Background: an optimization exercise with open tools, aiming at small area, a short achievable clock period and few clock cycles per item. Do not read the settings as production practice. Only simulation tests tie the RTL to the original design; equivalence was not proved.

==> inputs of run a <==
Design accel_tilt_angle_detector, start of the top module:
module accel_tilt_angle_detector (
    input  logic        i_clk,
    input  logic        i_rst_n,
    input  logic        i_s_axis_tvalid,
    output logic        o_s_axis_tready,
    input  logic [31:0] i_s_axis_tdata,
    output logic        o_m_axis_tvalid,
    input  logic        i_m_axis_tready,
    output logic [23:0] o_m_axis_tdata,
    input  logic        i_cfg_we,
    input  logic [1:0]  i_cfg_addr,
    input  logic [9:0]  i_cfg_wdata
);
    logic [9:0] r_xoff, r_yoff, r_zoff;
    logic [6:0] r_limit;
    always_ff @(posedge i_clk) begin
        if (!i_rst_n) begin
            r_xoff  <= 10'd502;
            r_yoff  <= 10'd497;
            r_zoff  <= 10'd512;
            r_limit <= 7'd30;
        end else if (i_cfg_we) begin
            case (i_cfg_addr)
                2'd0: r_xoff  <= i_cfg_wdata;
                2'd1: r_yoff  <= i_cfg_wdata;
                2'd2: r_zoff  <= i_cfg_wdata;
                default: r_limit <= i_cfg_wdata[6:0];
            endcase
        end
    end
    logic w_acc;
    assign w_acc = i_s_axis_tvalid && o_s_axis_tready;
    logic [10:0] dfx_1;
    assign dfx_1 = {1'b0, i_s_axis_tdata[9:0]} - {1'b0, r_xoff};
    logic [9:0] dnx_2;
    assign dnx_2 = r_xoff - i_s_axis_tdata[9:0];
    logic [9:0] ax_3;
    assign ax_3 = dfx_1[10] ? dnx_2 : dfx_1[9:0];
    logic [10:0] dfy_4;
    assign dfy_4 = {1'b0, i_s_axis_tdata[19:10]} - {1'b0, r_yoff};
    logic [9:0] dny_5;
    assign dny_5 = r_yoff - i_s_axis_tdata[19:10];
    logic [9:0] ay_6;
    assign ay_6 = dfy_4[10] ? dny_5 : dfy_4[9:0];
    logic [10:0] dfz_7;
    assign dfz_7 = {1'b0, i_s_axis_tdata[29:20]} - {1'b0, r_zoff};
    logic [9:0] dnz_8;
    assign dnz_8 = r_zoff - i_s_axis_tdata[29:20];
    logic [9:0] az_9;
    assign az_9 = dfz_7[10] ? dnz_8 : dfz_7[9:0];
    logic [9:0] r1_ax;
    always_ff @(posedge i_clk) r1_ax <= ax_3;
    logic [9:0] r1_ay;
    always_ff @(posedge i_clk) r1_ay <= ay_6;
    logic [9:0] r1_az;
    always_ff @(posedge i_clk) r1_az <= az_9;
    logic [10:0] r1_dx;
    always_ff @(posedge i_clk) r1_dx <= dfx_1;
    logic [10:0] r1_dy;
    always_ff @(posedge i_clk) r1_dy <= dfy_4;
    logic qx_s10, qx_c10;
    assign qx_s10 = r1_ax[2] ^ (r1_ax[1] & r1_ax[2]) ^ (r1_ax[0] & r1_ax[3]);
  ...
make LEC_CHECK=0 ABC_AREA=1 CAP_MARGIN=20 CORE_MARGIN=2 CORE_UTILIZATION=55 CTS_CLUSTER_DIAMETER=100 CTS_CLUSTER_SIZE=25 PLACE_DENSITY=0.68 SLEW_MARGIN=70 finish   # period 10.0 ns
run.sh (not shown) runs the stock make flow with config.mk's settings and CLKGATE_MAP_FILE= SYNTH_SCRIPT=/design/flow/synth_recipe.tcl, a recipe that flattens the netlist after the stock synthesis.
==> run b (differences from run a) <==
--- a/flow/config.mk
+++ b/flow/config.mk
@@ -13,3 +13,3 @@
 export CTS_CLUSTER_SIZE = 25
 export PLACE_DENSITY = 0.68
-export SLEW_MARGIN = 70
+export SLEW_MARGIN = 20
==> qor summary <==
item                                                                run a           run b
Outcome                                          timing/DRC/antenna clean  timing/DRC/antenna clean
Start point of the worst hold path                            r18_nump[4]     r18_nump[5]
Met2 WL post-DR                                            168000 microns  168000 microns
FF-to-FF Start                                                  r2_s0z[2]      r23_yp[17]
Total number of vias                                               116000          116000
Portion of the layout cell area used by non-clock buffers           1.01%          0.789%
End of the worst register-to-register path                    r3_radr[15]      r24_zp[12]
Post-place instance area                                      0.179 sq mm     0.178 sq mm
Routed WL per cell                                           16.2 microns    16.2 microns
Iter 0 DRT Violations                                                7021            6676
Share of the core filled with cells in the final layout             59.1%           58.6%
First-pass GRT wire length                                 582000 microns  579000 microns
Avg Vias per Cell                                                    5.22            5.21
Testbench counts of run a, summed over its fixed seeds: cycles 3,496, items 3,200.
Testbench counts of run b, summed over its fixed seeds: cycles 3,496, items 3,200.

========
==> fjord <==
accel_tilt_angle_detector again, from the RTL that the note above started with.
==> flow/config.mk <==
export PLATFORM = sky130hd
export DESIGN_NAME = accel_tilt_angle_detector
export DESIGN_NICKNAME = accel_tilt_angle_detector
export VERILOG_FILES = /design/flow/design.v
export SDC_FILE = /design/flow/constraint.sdc
export NUM_CORES = 4
export LEC_CHECK = 0
export ABC_AREA = 1
export CAP_MARGIN = 20
export CORE_MARGIN = 2
export CORE_UTILIZATION = 40
export CTS_CLUSTER_DIAMETER = 100
export CTS_CLUSTER_SIZE = 25
export SLEW_MARGIN = 85
==> flow/constraint.sdc <==
create_clock -name core_clock -period 10.0 [get_ports {i_clk}]
set_input_delay 2.0000 -clock core_clock [delete_from_list [all_inputs] [get_ports {i_clk}]]
set_output_delay 2.0000 -clock core_clock [all_outputs]
set_load 0.01 [all_outputs]
==> indigo (differences from fjord) <==
SLEW_MARGIN = 20   (was 85)
==> key figures <==
STA
  – Worst hold slack: 0.314 ns
  – Min cycle time layout: 4.30 ns

Run status
  – Status: finished clean

Clocking
  – Num CTS Buffers: 179
  – Clock Pin Slew Worst Setup and Hold Paths: 0.09 ns
the above is filed under indigo

==> key figures <==
Run status
  – Status: finished clean

Clocking
  – Clock Pin Slew Worst Setup and Hold Paths: 0.10 ns
  – Num CTS Buffers: 181

STA
  – Worst hold slack: 0.308 ns
  – Min cycle time layout: 9.42 ns
the above is filed under fjord

Testbench counts of fjord, summed over its fixed seeds: cycles 3,496, items 3,200.
Testbench counts of indigo, summed over its fixed seeds: cycles 3,496, items 3,200.

[what the ideal ports hide]
In the flow no input, the clock included, has a driving cell. The finished layouts below were timed again as built, in two steps.
Step 1 assumes that a clkbuf_16 drives the clock port and a buf_2 every other input.
Step 2 also shifts input and output timing later by t, the mid clock arrival at the registers, as if the neighbouring blocks saw the same clock.
a / b / c = ideal / step 1 / step 2; a / b = the first two.
run	t (ns)	setup WS [ns]	worst setup path after step 2	latest minus earliest clock arrival (ns)	cell pins on the clock port's net
run a	0.982	6.134 / 6.035 / 5.487	input to register	0.084 / 0.084	1
run b	0.972	5.774 / 5.774 / 5.061	input to register	0.096 / 0.096	1
fjord	1.034	0.575 / 0.575 / 0.575	register to register	0.085 / 0.085	1
indigo	1.017	5.698 / 5.698 / 5.111	input to register	0.081 / 0.082	1
After both steps every run listed still meets setup and hold. For run b, which loses most, drivers alone change the setup slack by 0.000 ns; drivers and shift together by -0.713 ns.
